What follows belongs to an exercise in optimizing a design on an open flow for small area, a short achievable clock period and few clock cycles per item; a production flow would make more cautious choices. Function was checked by simulation only, so behaviour that the tests miss may differ from the original. Power figures rest on the tool's default switching activity, not on a simulated workload.

==> run.sh <==
#!/bin/bash
# synth_recipe.tcl (not shown) runs the flow's synth.tcl, then flattens the netlist and writes it again
# the make line also repeats each setting of config.mk as NAME=value (left out here)
make -C /OpenROAD-flow-scripts/flow DESIGN_CONFIG=/design/flow/config.mk WORK_HOME=/design/flow/orfs CLKGATE_MAP_FILE= SYNTH_SCRIPT=/design/flow/synth_recipe.tcl finish
==> config.mk <==
export PLATFORM = sky130hd
export DESIGN_NAME = stack_with_delete_at_depth
export DESIGN_NICKNAME = stack_with_delete_at_depth
export VERILOG_FILES = /design/flow/design.v
export SDC_FILE = /design/flow/constraint.sdc
export NUM_CORES = 4
export LEC_CHECK = 0
export CAP_MARGIN = 20
export CORE_MARGIN = 2
export CORE_UTILIZATION = 55
export PLACE_DENSITY = 0.68
export SLEW_MARGIN = 20
==> constraint.sdc <==
create_clock -name core_clock -period 9.0 [get_ports {clk_i}]
set_input_delay 1.8000 -clock core_clock [delete_from_list [all_inputs] [get_ports {clk_i}]]
set_output_delay 1.8000 -clock core_clock [all_outputs]
set_load 0.01 [all_outputs]
==> design.v <==
package swd_pkg;
  localparam int unsigned DATA_W  = 32;
  localparam int unsigned POS_W   = 8;
  localparam int unsigned COUNT_W = 8;
  typedef enum logic [1:0] {
    CMD_PUSH   = 2'd0,
    CMD_POP    = 2'd1,
    CMD_PEEK   = 2'd2,
    CMD_DELETE = 2'd3
  } cmd_e;
  typedef enum logic [1:0] {
    ST_OK        = 2'd0,
    ST_OVERFLOW  = 2'd1,
    ST_UNDERFLOW = 2'd2,
    ST_BADPOS    = 2'd3
  } status_e;
endpackage
import swd_pkg::*;
module swd_ram #(
  parameter int unsigned DEPTH = 128,
  parameter int unsigned LO_N  = 8,
  parameter int unsigned HI_N  = DEPTH / LO_N
) (
  input  logic                              clk_i,
  input  logic                              push_i,      
  input  logic [swd_pkg::DATA_W-1:0]        push_data_i,
  input  logic [HI_N-1:0]                   pull_lt_i,
  input  logic [HI_N-1:0]                   pull_eq_i,
  input  logic [LO_N-1:0]                   pull_le_i,
  input  logic [HI_N-1:0]                   rd_eq_i,
  input  logic [LO_N-1:0]                   rd_lo_i,
  output logic [swd_pkg::DATA_W-1:0]        rd_data_o
);
  logic [DATA_W-1:0] mem   [DEPTH];
  logic [DATA_W-1:0] mem_n [DEPTH];
  logic [DATA_W-1:0] sel_data [DEPTH];
  for (genvar i = 0; i < DEPTH; i++) begin : g_slot
    logic [DATA_W-1:0] from_top, from_bot;
    logic              pull, hold, rd;
    assign from_top = (i == 0) ? push_data_i : mem[(i == 0) ? 0 : i - 1];
    assign from_bot = (i == DEPTH - 1) ? '0 : mem[(i == DEPTH - 1) ? i : i + 1];
    assign pull     = pull_lt_i[i / LO_N] || (pull_eq_i[i / LO_N] && pull_le_i[i % LO_N]);
    assign hold     = !(push_i || pull);
    assign rd       = rd_eq_i[i / LO_N] && rd_lo_i[i % LO_N];
    always_ff @(posedge clk_i) begin
      mem_n[i] <= ~(({DATA_W{push_i}} & from_top)
                  | ({DATA_W{pull}}   & from_bot)
                  | ({DATA_W{hold}}   & mem[i]));
    end
    assign mem[i] = ~mem_n[i];
    assign sel_data[i] = {DATA_W{rd}} & mem[i];
  end
  always_comb begin
    rd_data_o = '0;
    for (int i = 0; i < DEPTH; i++) begin
      rd_data_o = rd_data_o | sel_data[i];
    end
  end
endmodule
import swd_pkg::*;
module stack_with_delete_at_depth #(
  parameter int unsigned DEPTH = 128
) (
  input  logic                                clk_i,
  input  logic                                rst_ni,
  input  logic                                cmd_valid_i,
  output logic                                cmd_ready_o,
  input  logic [1:0]                          cmd_op_i,
  input  logic [swd_pkg::DATA_W-1:0]          cmd_value_i,
  input  logic [swd_pkg::POS_W-1:0]           cmd_position_i,
  output logic                                res_valid_o,
  input  logic                                res_ready_i,
  output logic [swd_pkg::DATA_W-1:0]          res_data_o,
  output logic [swd_pkg::COUNT_W-1:0]         res_count_o,
  output logic                                res_empty_o,
  output logic                                res_full_o,
  output logic [1:0]                          res_status_o
);
  localparam int unsigned CW    = $clog2(DEPTH + 1);
  localparam int unsigned AW    = $clog2(DEPTH);
  localparam int unsigned LO_W  = 3;
  localparam int unsigned LO_N  = 1 << LO_W;
  localparam int unsigned HI_N  = DEPTH / LO_N;
  localparam int unsigned RW    = DATA_W + COUNT_W + 4;   
  localparam int unsigned QN    = 3;                      
  localparam int unsigned TOTAL = QN + 1;                 
  logic               rdy_q;
  logic               acc;
  assign acc = cmd_valid_i && rdy_q;
  logic            d_push, d_pop, d_peek, d_del, d_pos_ok, d_shift, d_read;
  logic [AW-1:0]   d_idx;           
  logic [AW-LO_W-1:0] d_hi;
  logic [LO_W-1:0] d_lo;
  logic [HI_N-1:0] d_lt, d_eq;
  logic [LO_N-1:0] d_le, d_lo1;
  assign d_push   = (cmd_op_i == CMD_PUSH);
  assign d_pop    = (cmd_op_i == CMD_POP);
  assign d_peek   = (cmd_op_i == CMD_PEEK);
  assign d_del    = (cmd_op_i == CMD_DELETE);
  assign d_pos_ok = (cmd_position_i != '0) && (cmd_position_i <= POS_W'(DEPTH));
  assign d_shift  = d_pop || (d_del && d_pos_ok);
  assign d_read   = d_pop || d_peek || (d_del && d_pos_ok);
  assign d_idx    = d_del ? AW'(cmd_position_i - POS_W'(1)) : '0;
  assign d_hi     = d_idx[AW-1:LO_W];
  assign d_lo     = d_idx[LO_W-1:0];
  for (genvar g = 0; g < HI_N; g++) begin : g_dhi
    assign d_lt[g] = (d_hi < (AW - LO_W)'(g));
    assign d_eq[g] = (d_hi == (AW - LO_W)'(g));
  end
  for (genvar l = 0; l < LO_N; l++) begin : g_dlo
    assign d_le[l]  = (d_lo <= LO_W'(l));
    assign d_lo1[l] = (d_lo == LO_W'(l));
  end
  logic               c_valid_q, c_push_q, c_pop_q, c_peek_q, c_del_q;
  logic [DATA_W-1:0]  c_value_q;
  logic [POS_W-1:0]   c_pos_q;
  logic [HI_N-1:0]    c_pull_lt_q, c_pull_eq_q, c_rd_eq_q;
  logic [LO_N-1:0]    c_pull_le_q, c_rd_lo_q;
  always_ff @(posedge clk_i or negedge rst_ni) begin
    if (!rst_ni) begin
      c_valid_q   <= 1'b0;
      c_push_q    <= 1'b0;
      c_pop_q     <= 1'b0;
      c_peek_q    <= 1'b0;
      c_del_q     <= 1'b0;
      c_pull_lt_q <= '0;
      c_pull_eq_q <= '0;
      c_rd_eq_q   <= '0;
    end else begin
      c_valid_q   <= acc;
      c_push_q    <= acc && d_push;
      c_pop_q     <= acc && d_pop;
      c_peek_q    <= acc && d_peek;
      c_del_q     <= acc && d_del;
      c_pull_lt_q <= (acc && d_shift) ? d_lt : '0;
      c_pull_eq_q <= (acc && d_shift) ? d_eq : '0;
      c_rd_eq_q   <= (acc && d_read)  ? d_eq : '0;
    end
  end
  always_ff @(posedge clk_i) begin
    c_value_q   <= cmd_value_i;
    c_pos_q     <= cmd_position_i;
    c_pull_le_q <= d_le;
    c_rd_lo_q   <= d_lo1;
  end
  logic [CW-1:0]  count_q, count_d;
  logic           empty_q, full_q;
  logic           pos_nz, pos_le;
  logic           push_ok, pop_ok, peek_ok, del_ok, rd_ok, dec;
  logic [1:0]     status;
  logic [DATA_W-1:0] rd_data;
  assign pos_nz  = (c_pos_q != '0);
  assign pos_le  = ({1'b0, c_pos_q} <= {{(POS_W + 1 - CW){1'b0}}, count_q});
  assign push_ok = c_push_q && !full_q;
  assign pop_ok  = c_pop_q  && !empty_q;
  assign peek_ok = c_peek_q && !empty_q;
  assign del_ok  = c_del_q  && pos_nz && pos_le;    
  assign rd_ok   = pop_ok || peek_ok || del_ok;
  assign dec     = pop_ok || del_ok;
  swd_ram #(.DEPTH(DEPTH), .LO_N(LO_N)) u_ram (
    .clk_i       (clk_i),
    .push_i      (push_ok),
    .push_data_i (c_value_q),
    .pull_lt_i   (c_pull_lt_q),
    .pull_eq_i   (c_pull_eq_q),
    .pull_le_i   (c_pull_le_q),
    .rd_eq_i     (c_rd_eq_q),
    .rd_lo_i     (c_rd_lo_q),
    .rd_data_o   (rd_data)
  );
  always_comb begin
    status = ST_OK;
    if (c_push_q && full_q)                     status = ST_OVERFLOW;
    else if (!c_push_q && empty_q)              status = ST_UNDERFLOW;
    else if (c_del_q && !(pos_nz && pos_le))    status = ST_BADPOS;
  end
  always_comb begin
    count_d = count_q;
    if (push_ok)  count_d = count_q + CW'(1);
    else if (dec) count_d = count_q - CW'(1);
  end
  always_ff @(posedge clk_i or negedge rst_ni) begin
    if (!rst_ni) begin
      count_q <= '0;
      empty_q <= 1'b1;
      full_q  <= 1'b0;
    end else begin
      count_q <= count_d;
      empty_q <= (count_d == '0);
      full_q  <= (count_d == CW'(DEPTH));
    end
  end
  logic           r_valid_q;
  logic [RW-1:0]  r_q;
  always_ff @(posedge clk_i or negedge rst_ni) begin
    if (!rst_ni) r_valid_q <= 1'b0;
    else         r_valid_q <= c_valid_q;
  end
  always_ff @(posedge clk_i) begin
    r_q <= {rd_data & {DATA_W{rd_ok}}, COUNT_W'(count_d), (count_d == '0),
            (count_d == CW'(DEPTH)), status};
  end
  logic [RW-1:0]      q_mem [QN];
  logic [1:0]         q_rd_q, q_wr_q;
  logic [1:0]         q_cnt_q;
  logic               o_valid_q;
  logic [RW-1:0]      o_q;
  logic               o_free, r_to_o, q_pop, q_push;
  logic [2:0]         tot_q, tot_d;
  logic               tk;
  assign o_free = !o_valid_q || res_ready_i;
  assign q_pop  = (q_cnt_q != '0) && o_free;
  assign r_to_o = r_valid_q && (q_cnt_q == '0) && o_free;
  assign q_push = r_valid_q && !r_to_o;
  assign tk     = o_valid_q && res_ready_i;
  always_ff @(posedge clk_i) begin
    if (q_push) q_mem[q_wr_q] <= r_q;
    if (o_free) o_q <= (q_cnt_q != '0) ? q_mem[q_rd_q] : r_q;
  end
  always_ff @(posedge clk_i or negedge rst_ni) begin
    if (!rst_ni) begin
      q_rd_q    <= '0;
      q_wr_q    <= '0;
      q_cnt_q   <= '0;
      o_valid_q <= 1'b0;
    end else begin
      if (q_pop)  q_rd_q <= (q_rd_q == 2'(QN - 1)) ? '0 : q_rd_q + 2'd1;
      if (q_push) q_wr_q <= (q_wr_q == 2'(QN - 1)) ? '0 : q_wr_q + 2'd1;
      q_cnt_q <= q_cnt_q + 2'(q_push) - 2'(q_pop);
      if (o_free) o_valid_q <= (q_cnt_q != '0) || r_valid_q;
    end
  end
  assign tot_d = tot_q + 3'(acc) - 3'(tk);
  always_ff @(posedge clk_i or negedge rst_ni) begin
    if (!rst_ni) begin
      tot_q <= '0;
      rdy_q <= 1'b1;
    end else begin
      tot_q <= tot_d;
      rdy_q <= (tot_d < 3'(TOTAL));
    end
  end
  assign cmd_ready_o  = rdy_q;
  assign res_valid_o  = o_valid_q;
  assign res_data_o   = o_q[RW-1 -: DATA_W];
  assign res_count_o  = o_q[4 +: COUNT_W];
  assign res_empty_o  = o_q[3];
  assign res_full_o   = o_q[2];
  assign res_status_o = o_q[1:0];
endmodule
==> flow_summary.json, run 1 <==
{
  "synth.distinct_cells": 53,
  "synth_compound_area_share_pct": 23.1,
  "synth-edff-count": 176,
  "cts.path.max_buffers": 4,
  "tool.error": "[ERROR GRT-0116] Global routing finished with congestion. Check the congestion regions in the DRC Viewer.",
  "synth.avg_cell_area_sq_um": 7.94,
  "synth_xor_area_share_pct": 0.0596,
  "post_cts_resized": 0,
  "cts_hold_buf": 0,
  "cts_max_level": 5,
  "syn_nets": 22285,
  "synthesis.area_sq_um": 176000,
  "yosysTopAreaCellShare_pct": 47.6,
  "grt_pass1_vias": 223420,
  "placement.io_buffers": 91,
  "place_area_sq_um": 184000,
  "start_util_pct": 55.4,
  "die_h_um": 570,
  "grt_use_total_pct": 97.8,
  "die_w_um": 570,
  "synth.most_common_cell": "nor2_1",
  "numClockSinks": 4445,
  "synthMuxAreaShare_pct": 0.274,
  "dp_hpwl_um": 925000,
  "synth_warnings": 5,
  "ys_ff_latch": 4445,
  "grt_pass1_wl_um": 2210000,
  "status": "did not finish",
  "grt-ovfl-total": 7483,
  "synth_commonest_cells": "nor2_1, o22ai_1, dfxtp_1",
  "yosys.area_share.simple_pct": 21.0,
  "gp_congestion": 1.29,
  "ioPinCount": 92,
  "num_rows": 207,
  "ys_top_cells_by_area": "dfxtp_1, o22ai_1, nor2_1",
  "syn_inst": 22218,
  "synth-main-ff-cell": "dfxtp_1",
  "synth_top_family_by_area": "compound AO/OA/AOI/OAI gates",
  "async_flop_share_pct": 1.66,
  "synth_fa_ha_area_share_pct": 0.153,
  "cts_setup_buffers": 0,
  "stop_stage": "global routing (5_1_grt)",
  "grt_start_max_net_pins": 237,
  "root_buffer": "clkbuf_16",
  "numCtsBuffers": 445,
  "synth_top_area_cell": "dfxtp_1",
  "ys_seq_area_share_pct": 51.7
}
==> metrics by stage <==
stage	worst slack (ns)	instances
floorplan	2.01	22218
global placement	4.55	25386
detailed placement	4.41	25389
CTS	4.86	26219
==> cell families after synthesis <==
kind of cell / count (synthesis)
AND/OR/NAND/NOR: 9500
other: 1
adder cells (fa/ha/maj): 21
buffers and inverters: 1761
multiplexers: 48
XOR/XNOR: 12
AO/OA/AOI/OAI: 6430
flip-flops: 4445
==> metal layers <==
layer,global-route usage [%],GRT overflow
met5,87.3,178
met4,96.3,1749
met3,95.0,1445
met2,102,2750
met1,97.6,1361
==> power groups by stage <==
| stage | combinational [W] | sequential, W | clock, W |
|---|---|---|---|
| after floorplan | 0.00912 | 0.0327 | 0 |
| after CTS | 0.0166 | 0.0372 | 0.0198 |
| after global placement | 0.0159 | 0.0375 | 0 |
| after detailed placement | 0.0165 | 0.0375 | 0 |
==> worst min path at each step <==
stage	from	endpoint	slack [ns]	cells past startpoint
2_1_floorplan	c_valid_q	r_valid_q	0.33	0
3_3_place_gp	c_valid_q	r_valid_q	0.33	0
3_5_place_dp	c_valid_q	r_valid_q	0.34	0
4_1_cts	c_valid_q	r_valid_q	0.35	0
Testbench counts, summed over its fixed seeds: cycles 18,018, items 18,000.
==> run 2: changes to the inputs <==
--- a/config.mk
+++ b/config.mk
@@ -7,6 +7,6 @@
 export LEC_CHECK = 0
 export CAP_MARGIN = 20
 export CORE_MARGIN = 2
-export CORE_UTILIZATION = 55
-export PLACE_DENSITY = 0.68
+export CORE_UTILIZATION = 40
+export PLACE_DENSITY = 0.5
 export SLEW_MARGIN = 20
==> run 2 against run 1 <==
  * The flow again stops in global routing (5_1_grt)
  * Synthesized area unchanged
  * Synthesized cell count unchanged
==> flow_summary.json, run 2 <==
{
  "grt_use_total_pct": 82.8,
  "syn_inst": 22218,
  "synth.distinct_cells": 53,
  "dp_hpwl_um": 1110000,
  "stop_stage": "global routing (5_1_grt)",
  "cts_setup_buffers": 0,
  "cts.path.max_buffers": 4,
  "ys_top_cells_by_area": "dfxtp_1, o22ai_1, nor2_1",
  "gp_congestion": 1.16,
  "die_h_um": 668,
  "synth.most_common_cell": "nor2_1",
  "synth-main-ff-cell": "dfxtp_1",
  "yosysTopAreaCellShare_pct": 47.6,
  "ys_seq_area_share_pct": 51.7,
  "tool.error": "[ERROR GRT-0116] Global routing finished with congestion. Check the congestion regions in the DRC Viewer.",
  "cts_hold_buf": 0,
  "place_area_sq_um": 188000,
  "grt-ovfl-total": 184,
  "die_w_um": 668,
  "start_util_pct": 40.2,
  "num_rows": 243,
  "ioPinCount": 92,
  "ys_ff_latch": 4445,
  "status": "did not finish",
  "placement.io_buffers": 91,
  "grt_start_max_net_pins": 221,
  "grt_pass1_wl_um": 2390000,
  "root_buffer": "clkbuf_16",
  "cts_max_level": 5,
  "grt_pass1_vias": 207974,
  "async_flop_share_pct": 1.66,
  "syn_nets": 22285,
  "synth_commonest_cells": "nor2_1, o22ai_1, dfxtp_1",
  "synth.avg_cell_area_sq_um": 7.94,
  "synthesis.area_sq_um": 176000,
  "numCtsBuffers": 483,
  "post_cts_resized": 0,
  "synth_warnings": 5,
  "synth-edff-count": 176,
  "numClockSinks": 4445,
  "synth_top_area_cell": "dfxtp_1"
}
-- run 2: cell counts after synthesis --
Identical to the previous run, type by type.
-- run 2: how the worst min path moves through the flow --
stage,from,end,slack (ns)
after CTS,c_valid_q,r_valid_q,0.35
after detailed placement,c_valid_q,r_valid_q,0.34
after floorplan,c_valid_q,r_valid_q,0.33
after global placement,c_valid_q,r_valid_q,0.33
-- run 2: power by group through the flow --
stage	clock (W)	combinational (W)	sequential [W]
after floorplan	0	0.00912	0.0327
after global placement	0	0.0175	0.0381
after detailed placement	0	0.0179	0.0381
after CTS	0.0209	0.0179	0.0377
-- run 2: logic make-up after synthesis --
| group | Yosys count | share of synthesized area (%) |
|---|---|---|
| AOI/OAI and AO/OA | 6430 | 23.1 |
| adders and majority gates | 21 | 0.153 |
| and+or+nand+nor | 9500 | 21.0 |
| muxes | 48 | 0.274 |
| buffers and inverters | 1761 | 3.76 |
| xor gates and xnor gates | 12 | 0.0596 |
| other | 1 | 0.00213 |
| DFF | 4445 | 51.7 |
-- run 2: per-layer routing --
layer / overflow / GRT usage, %
met3: 28 / 76.3
met4: 73 / 75.2
met2: 66 / 90.3
met1: 16 / 85.4
met5: 1 / 59.9
-- run 2: stage by stage --
stage / util [%] / power [W] / cells / setup slack [ns]
2_1_floorplan: - / 0.0418 / 22218 / 2.01
3_3_place_gp: 42.7 / 0.0556 / 27192 / 4.19
3_5_place_dp: 42.8 / 0.0560 / 27197 / 4.17
4_1_cts: 46.5 / 0.0765 / 28107 / 4.57
==> run 3: changes to the inputs <==
--- a/design.v
+++ b/design.v
@@ -22,7 +22,7 @@
   parameter int unsigned HI_N  = DEPTH / LO_N
 ) (
   input  logic                              clk_i,
-  input  logic                              push_i,      
+  input  logic [HI_N-1:0]                   push_i,      
   input  logic [swd_pkg::DATA_W-1:0]        push_data_i,
   input  logic [HI_N-1:0]                   pull_lt_i,
   input  logic [HI_N-1:0]                   pull_eq_i,
@@ -40,10 +40,10 @@
     assign from_top = (i == 0) ? push_data_i : mem[(i == 0) ? 0 : i - 1];
     assign from_bot = (i == DEPTH - 1) ? '0 : mem[(i == DEPTH - 1) ? i : i + 1];
     assign pull     = pull_lt_i[i / LO_N] || (pull_eq_i[i / LO_N] && pull_le_i[i % LO_N]);
-    assign hold     = !(push_i || pull);
+    assign hold     = !(push_i[i / LO_N] || pull);
     assign rd       = rd_eq_i[i / LO_N] && rd_lo_i[i % LO_N];
     always_ff @(posedge clk_i) begin
-      mem_n[i] <= ~(({DATA_W{push_i}} & from_top)
+      mem_n[i] <= ~(({DATA_W{push_i[i / LO_N]}} & from_top)
                   | ({DATA_W{pull}}   & from_bot)
                   | ({DATA_W{hold}}   & mem[i]));
     end
@@ -145,6 +145,8 @@
   end
   logic [CW-1:0]  count_q, count_d;
   logic           empty_q, full_q;
+  logic [HI_N-1:0] occ_q;           
+  logic [HI_N-1:0] push_g;
   logic           pos_nz, pos_le;
   logic           push_ok, pop_ok, peek_ok, del_ok, rd_ok, dec;
   logic [1:0]     status;
@@ -157,9 +159,12 @@
   assign del_ok  = c_del_q  && pos_nz && pos_le;    
   assign rd_ok   = pop_ok || peek_ok || del_ok;
   assign dec     = pop_ok || del_ok;
+  for (genvar g = 0; g < HI_N; g++) begin : g_push
+    assign push_g[g] = push_ok && occ_q[g];
+  end
   swd_ram #(.DEPTH(DEPTH), .LO_N(LO_N)) u_ram (
     .clk_i       (clk_i),
-    .push_i      (push_ok),
+    .push_i      (push_g),
     .push_data_i (c_value_q),
     .pull_lt_i   (c_pull_lt_q),
     .pull_eq_i   (c_pull_eq_q),
@@ -184,10 +189,12 @@
       count_q <= '0;
       empty_q <= 1'b1;
       full_q  <= 1'b0;
+      occ_q   <= HI_N'(1);
     end else begin
       count_q <= count_d;
       empty_q <= (count_d == '0);
       full_q  <= (count_d == CW'(DEPTH));
+      for (int g = 0; g < HI_N; g++) occ_q[g] <= (count_d >= CW'(g * LO_N));
     end
   end
   logic           r_valid_q;
@@ -234,7 +241,7 @@
   always_ff @(posedge clk_i or negedge rst_ni) begin
     if (!rst_ni) begin
       tot_q <= '0;
-      rdy_q <= 1'b1;
+      rdy_q <= 1'b0;    
     end else begin
       tot_q <= tot_d;
       rdy_q <= (tot_d < 3'(TOTAL));
--- a/config.mk
+++ b/config.mk
@@ -6,7 +6,12 @@
 export NUM_CORES = 4
 export LEC_CHECK = 0
 export CAP_MARGIN = 20
+export CELL_PAD_IN_SITES_DETAIL_PLACEMENT = 1
+export CELL_PAD_IN_SITES_GLOBAL_PLACEMENT = 1
 export CORE_MARGIN = 2
-export CORE_UTILIZATION = 40
-export PLACE_DENSITY = 0.5
+export CORE_UTILIZATION = 16
+export CTS_CLUSTER_DIAMETER = 80
+export CTS_CLUSTER_SIZE = 20
+export PLACE_DENSITY = 0.28
+export SETUP_SLACK_MARGIN = 5
 export SLEW_MARGIN = 20
==> run 3 against run 2 <==
  * The layout now fails its checks (antenna rules)
  * Synthesized area is 0.30% higher
  * Synthesized cell count increased by 0.10%
==> flow_summary.json, run 3 <==
{
  "ioPinCount": 92,
  "fin_ws_ns": 4.52,
  "p_sw_share_pct": 50.1,
  "regMostFlops": "u_ram.mem_n",
  "ys_top_cells_by_area": "dfxtp_1, o22ai_1, nor2_1",
  "critPathMaxStageDelay_ns": 0.77,
  "clockPowerShare_pct": 25.6,
  "yosysTopAreaCellShare_pct": 47.5,
  "layout_common_cells": "nor2_1, o22ai_1, dfxtp_1, buf_4, clkbuf_16",
  "pwr-share-seq_pct": 49.8,
  "synth_top_area_cell": "dfxtp_1",
  "synthMuxAreaShare_pct": 0.255,
  "synth.avg_cell_area_sq_um": 7.95,
  "die-area_sq_um": 1110000,
  "hold_path_class": "register to register",
  "synth_commonest_cells": "nor2_1, o22ai_1, dfxtp_1",
  "power_switching_w": 0.0491,
  "synthesis.area_sq_um": 177000,
  "cp_max_fo": 16,
  "antenna_found_initial": 726,
  "finalClockSkew_ns": 0.107,
  "combPwrFrac_pct": 24.6,
  "slowest_stage": "nand2_4",
  "violatedChecks": "antenna rules",
  "arrival_ns": 5.53,
  "synth.most_common_cell": "nor2_1",
  "pre_cts_slack_ns": 4.33,
  "die_w_um": 1060,
  "report.final.slew_viol_count": 0,
  "clkLatencyLatePin_ns": 1.19,
  "synth.distinct_cells": 62,
  "core_area_sq_um": 1100000,
  "final_common_cell": "nor2_1",
  "syn_inst": 22241,
  "syn_to_final_growth_pct": 27.1,
  "fmax_mhz": 223,
  "whs_ns": 0.357,
  "async_flop_share_pct": 2.00,
  "crit_chain": "buf_4 > nand2_4 > buf_4 > o22ai_1 > nor4_1 > nand3_1 > nor3_1 > a21oi_1 > buf_4",
  "cap_violations": 0,
  "synth_fa_ha_area_share_pct": 0.153,
  "max_slew.worst_pin.slew_ns": 1.41,
  "p_leak_nw": 76.8,
  "ir_drop_uv": 163,
  "cp-end-kind": "register",
  "numClockSinks": 4460,
  "syn_nets": 22308,
  "viasPerCell": 6.50,
  "grt_use_total_pct": 43.2,
  "ys_ff_latch": 4460,
  "drtIter0Drc": 46500,
  "max-slew-margin-rel_pct": 5.67,
  "cts.path.max_buffers": 5,
  "worstSetupPathType": "register to register",
  "grt_start_max_net_pins": 105,
  "cts_tree": "built",
  "synth_top_family_by_area": "compound AO/OA/AOI/OAI gates",
  "layout.nets": 22247,
  "numCtsBuffers": 527,
  "synth_xor_area_share_pct": 0.0849,
  "placement.io_buffers": 91,
  "dp_hpwl_um": 1700000,
  "synth-edff-count": 176,
  "die_h_um": 1060,
  "crit_top_cell": "buf_4",
  "internal_power_w": 0.0490,
  "period_minus_slack_ns": 4.48,
  "synth-main-ff-cell": "dfxtp_1",
  "drt-total-wl_um": 2520000,
  "synth_compound_area_share_pct": 23.0,
  "status": "complete, but fails checks",
  "grt_pass1_wl_um": 2980000,
  "num_rows": 386,
  "synth_warnings": 5,
  "required_ns": 10.05,
  "gp_congestion": 0.999,
  "cp_num_buf_inv": 3,
  "finalHoldViolations": 0,
  "start_util_pct": 16.0,
  "fin_crit_sh_pct": 49.7,
  "finalSetupViolCount": 0,
  "drtAntennaViolNets": 50,
  "yosys.area_share.simple_pct": 21.0,
  "setup_tns_ns": 0,
  "grt_pass1_vias": 200598,
  "cp-start-kind": "register",
  "p_per_area_nw_per_um2": 436,
  "root_buffer": "clkbuf_16",
  "drc": 0,
  "clk_pin_slew_ns": 0.08,
  "drive_gt1_share_pct": 11.0,
  "ys_seq_area_share_pct": 51.7,
  "rsz0062_at_grt": "yes",
  "grt-ovfl-total": 0,
  "vias": 250516,
  "reg_top3": "u_ram.mem_n x4096, q_mem x132",
  "routedWlPerCell_um": 65.3,
  "cts_max_level": 6,
  "path_delay_family": "simple AND/OR/NAND/NOR gates",
  "dr.pass1.iters": 8,
  "largest_reg_flops": 4096
}
## run 3: cell families (layout without fill, tap and decap cells)
kind of cell / Yosys count / in the layout
DFF: 4460 / 4460
AOI/OAI and AO/OA: 6434 / 6434
other: 1 / 1192
xor gates and xnor gates: 15 / 15
muxes: 45 / 45
adders and majority gates: 21 / 21
and+or+nand+nor: 9510 / 9510
buffers and inverters: 1755 / 2108
## run 3: path summary, 6_finish.rpt
check	depth (start not counted)	startpoint	end	slack, ns
max in group asynchronous	2	rst_ni	c_rd_eq_q[7]	7.06
setup reg to reg	9	c_rd_lo_q[1]	r_q[35]	4.52
hold / removal	0	c_valid_q	r_valid_q	0.36
min in group asynchronous	1	rst_ni	c_pull_eq_q[8]	0.73
hold reg to reg	0	c_valid_q	r_valid_q	0.36
setup / recovery	9	c_rd_lo_q[1]	r_q[35]	4.52
## run 3: what timing repair did
item	in CTS	in global routing
setup buffers	2	0
endpoints found under the setup margin	544	221
resized for setup	73	41
pin swaps	1	0
hold buffers	0	0
## run 3: cell type report
cell class | instances | area, sq um
clock buffer | 641 | 14500
tap | 14744 | 18400
fill | 128378 | 878000
multi-input combinational | 16026 | 82900
timing repair buffer | 1134 | 10300
clock inverter | 302 | 4000
inverter | 31 | 116
sequential | 4460 | 91600
antenna | 1191 | 2980
## run 3: worst register-to-register path, cell delays in order (launching register included)
cell and delay (ns):
dfxtp_2 0.32, buf_4 0.29, nand2_4 0.84, buf_4 0.74, o22ai_1 0.52, nor4_1 0.73, nand3_1 0.17, nor3_1 0.31
a21oi_1 0.22, buf_4 0.21
## run 3: routing by layer
layer / vias up / GRT usage (%) / share of wire [%]
met1: 130417 / 52.9 / 39
met2: 28370 / 60.1 / 41
li1: 82255 / - / -
met5: - / 0.0467 / 0.034
met3: 9398 / 13.1 / 11
met4: 76 / 39.8 / 9.9
## run 3: per-stage QoR
step	cell area, sq um	util [%]	instances	power (W)
3_5_place_dp	203000	18.4	36392	0.0705
4_1_cts	222000	20.1	37337	0.0953
3_3_place_gp	202000	18.3	36372	0.0704
6_report	225000	20.4	38529	0.0981
5_1_grt	222000	20.2	37581	0.0981
2_1_floorplan	177000	-	22241	0.0466
## run 3: power by group through the flow
stage          Combinational [W]  Clock (W)  Sequential, W
2_1_floorplan             0.0107          0         0.0359
3_3_place_gp              0.0222          0         0.0481
3_5_place_dp              0.0226          0         0.0479
4_1_cts                   0.0227     0.0252         0.0474
5_1_grt                   0.0242     0.0258         0.0481
6_report                  0.0242     0.0251         0.0488
Testbench counts of run 3, summed over its fixed seeds: cycles 18,018, items 18,000.

## separate check: timing with driven ports
The flow's constraints put no driver on any port. The routed layout listed below was extracted and timed again, unchanged, in two steps.
Step 1, drivers: a clkbuf_16 drives clk_i and a buf_2 each remaining input, both assumed.
Step 2 moves the port delays by t, midway between the first and last clock arrival at a register: inputs arrive t later, outputs are due t later. That takes back most of the time a late clock gives input paths.
Three values: ideal, step 1, step 2; two values: the first two.
run: run 3
shift t [ns]: 1.315
setup WS [ns]: 4.523 / 4.523 / 4.464
worst setup path at the end: input to register
worst register clock-pin slew, ns: 0.09 / 0.09
For run 3, drivers alone change the setup slack by 0.000 ns; drivers and shift together by -0.059 ns.
